This design comes from an exercise in tuning for small area and a short achievable clock period on the open sky130 flow, not from production work.
At most, simulation tests tie the RTL to the original design; equivalence was not proved.
No activity file was given, so power comes from the tool's default toggle rates.

== run A ==
==> flow/design.v (excerpt) <==
module alu_array_top (
	input  logic         clk,
	input  logic         arst_n,
	input  logic         in_valid,
	input  logic [2:0]   op,          
	input  logic [127:0] a_bus,       
	input  logic [127:0] b_bus,
	output logic         out_valid,
	output logic [127:0] result_bus,
	output logic [3:0]   carry_bus,
	output logic [3:0]   zero_bus
);
Settings: LEC_CHECK=0, CAP_MARGIN=20, CORE_MARGIN=2, CORE_UTILIZATION=40, SLEW_MARGIN=20, SYNTH_HIERARCHICAL=1; clock period 18.0 ns.
standard.sh (not shown) runs the stock make flow with config.mk's settings and CLKGATE_MAP_FILE= SYNTH_SCRIPT=/design/flow/synth_recipe.tcl, a recipe that flattens the netlist after the stock synthesis.
==> flow/flow/run.sh <==
#!/bin/bash
# The standard layout, with the smallest buffer on every port instead of the
# one buffer_ports picks on its own, a clock tree of smaller buffers without
# dummy loads, and timing repair that aims well below the clock period.
set -euo pipefail
export BUFFER_PORTS_ARGS="-buffer_cell sky130_fd_sc_hd__buf_1"
export CTS_ARGS="-sink_clustering_enable -repair_clock_nets -dont_use_dummy_load -buf_list {sky130_fd_sc_hd__clkbuf_4 sky130_fd_sc_hd__clkbuf_8}"
export SETUP_SLACK_MARGIN=13.2
bash standard.sh > standard.log 2>&1
For run B, these inputs were changed with respect to run A:
diff --git a/flow/flow/run.sh b/flow/flow/run.sh
--- a/flow/flow/run.sh
+++ b/flow/flow/run.sh
@@ -7 +7 @@
-export CTS_ARGS="-sink_clustering_enable -repair_clock_nets -dont_use_dummy_load -buf_list {sky130_fd_sc_hd__clkbuf_4 sky130_fd_sc_hd__clkbuf_8}"
+export CTS_ARGS="-sink_clustering_enable -repair_clock_nets -dont_use_dummy_load -sink_clustering_size 20 -sink_clustering_max_diameter 80 -buf_list {sky130_fd_sc_hd__clkbuf_4 sky130_fd_sc_hd__clkbuf_8}"
Findings:
- Run B finished all stages; the layout is clean.
- When the final numbers for run A and run B were put side by side, the net switching power figure turned out to be greater in run A.
- Overall routed net length improves in run B relative to run A.
- Run B vs run A: clock buffer instance count of the final layout down by more than half
- Any difference in worst relative slew slack between run B and run A is small enough to ignore.
- Going from run A to run B, power share of the clock group -9.4 points, slack of the critical path +0.033 ns, number of standard cells after synthesis ~0 delta.
- In run B, total setup buffers inserted after CTS is lower than in run A.
- Compared with run A, in run B share of the final layout cell area in multi-input gates moved up, combinational fraction of design power rose by 2.2 points, post-route cell area fell by 700 µm².
Changes in run C relative to run B:
- clearing SYNTH_HIERARCHICAL, which used to be 1
diff --git a/flow/flow/run.sh b/flow/flow/run.sh
--- a/flow/flow/run.sh
+++ b/flow/flow/run.sh
@@ -7 +7 @@
-export CTS_ARGS="-sink_clustering_enable -repair_clock_nets -dont_use_dummy_load -sink_clustering_size 20 -sink_clustering_max_diameter 80 -buf_list {sky130_fd_sc_hd__clkbuf_4 sky130_fd_sc_hd__clkbuf_8}"
+export CTS_ARGS="-sink_clustering_enable -repair_clock_nets -dont_use_dummy_load -buf_list {sky130_fd_sc_hd__clkbuf_4 sky130_fd_sc_hd__clkbuf_8}"
==> run notes <==
Sum of buffers and inverters on the critical path in run C vs run B: up 4
Comparing run B and run C, path depth of the worst reg2reg path is lower on run B.
From run B to run C the numbers moved as follows: count of routing violations after the opening detailed-route iteration climbed 6; via count rose about 11%.

## exp/raven
alu_array_top, a different RTL version from the one above (not shown whole).
Size: about 440 flip-flops, about 17000 µm² of cells after synthesis.
==> flow/design.v (excerpt) <==
module alu_array_top (
	input  logic         clk,
	input  logic         arst_n,
	input  logic         in_valid,
	input  logic [2:0]   op,          
	input  logic [127:0] a_bus,       
	input  logic [127:0] b_bus,
	output logic         out_valid,
	output logic [127:0] result_bus,
	output logic [3:0]   carry_bus,
	output logic [3:0]   zero_bus
);
Settings: LEC_CHECK=0, CAP_MARGIN=20, CORE_MARGIN=2, CORE_UTILIZATION=40, SLEW_MARGIN=20; clock period 18.0 ns.
run.sh (not shown) runs the stock make flow with config.mk's settings and CLKGATE_MAP_FILE= SYNTH_SCRIPT=/design/flow/synth_recipe.tcl, a recipe that flattens the netlist after the stock synthesis.
Stock flow here: none of the scripts above is used.
For exp/quartz, these inputs were changed with respect to exp/raven:
==> flow/flow/run.sh (new file) <==
#!/bin/bash
# The standard layout, with the smallest buffer on every port instead of the
# one buffer_ports picks on its own, and a clock tree of smaller buffers
# without dummy loads.
set -euo pipefail
export BUFFER_PORTS_ARGS="-buffer_cell sky130_fd_sc_hd__buf_1"
export CTS_ARGS="-sink_clustering_enable -repair_clock_nets -dont_use_dummy_load -buf_list {sky130_fd_sc_hd__clkbuf_4 sky130_fd_sc_hd__clkbuf_8}"
bash standard.sh > standard.log 2>&1
==> flow/standard.sh (new file) <==
#!/bin/bash
# synth_recipe.tcl (not shown) runs the flow's synth.tcl, then flattens the netlist and writes it again
# the make line also repeats each setting of config.mk as NAME=value (left out here)
make -C /OpenROAD-flow-scripts/flow DESIGN_CONFIG=/design/flow/config.mk WORK_HOME=/design/flow/orfs CLKGATE_MAP_FILE= SYNTH_SCRIPT=/design/flow/synth_recipe.tcl "${@:-finish}"
removed: flow/run.sh
## What came out
- exp/quartz has completed all stages; timing, DRC and antenna checks passed.
- In the reports for exp/raven and exp/quartz, the larger core utilization belongs to exp/raven.
- Between exp/quartz and exp/raven, it is exp/quartz whose slew at the pin closest to its max-slew limit is lower, by 0.11 ns.
- Measured against exp/quartz, the sum of internal, switching and leakage power of exp/raven comes out at 1.17 times the reference value.
- exp/raven has a lower upper clock frequency limit than exp/quartz.
- Re worst-case setup slack after placement: exp/raven and exp/quartz aren't equal, and the higher value belongs to exp/quartz.
- The non-clock buffer count of exp/quartz and that of exp/raven are within noise of each other.
- Share of the clock period used by the worst path (lower): exp/quartz
- Side by side, area overhead of the layout relative to synthesis turned out lower in exp/quartz than in exp/raven.
- exp/quartz against exp/raven: worst setup slack grew by 0.44 ns; cell count now sits lower.
No run of this note included a check of the RTL's function; only the layout flow was run.

port drivers added, routing unchanged:
No port has a modelled driver above. Below, the same layouts with a new extraction and two added sets of constraints. Step 1 assumes that a clkbuf_16 drives the clock port and a buf_2 every other input. Step 2, shift: input delay + t, output delay - t, t = (earliest + latest rising clock arrival at the registers) / 2. This alone moves slack from input paths to output paths. Three values: no drivers, after step 1, after step 2; two values: the first two.
run | shift t [ns] | setup WS [ns] | worst setup path after step 2 | latest minus earliest clock arrival (ns) | worst register clock-pin slew, ns
run A | 0.633 | 13.229 / 13.215 / 12.620 | input to register | 0.045 / 0.045 | 0.06 / 0.06
run B | 0.648 | 13.262 / 13.223 / 12.637 | input to register | 0.059 / 0.060 | 0.12 / 0.12
run C | 0.641 | 13.135 / 13.146 / 12.505 | input to register | 0.055 / 0.055 | 0.07 / 0.07
exp/raven | 0.614 | 12.132 / 12.161 / 11.547 | input to register | 0.016 / 0.016 | 0.07 / 0.07
exp/quartz | 0.622 | 12.571 / 12.595 / 11.973 | input to register | 0.036 / 0.036 | 0.06 / 0.06
After both steps setup and hold are still met in every run listed. The setup slack of run C, which loses most, moves by +0.011 ns with the drivers and by -0.630 ns with both steps.
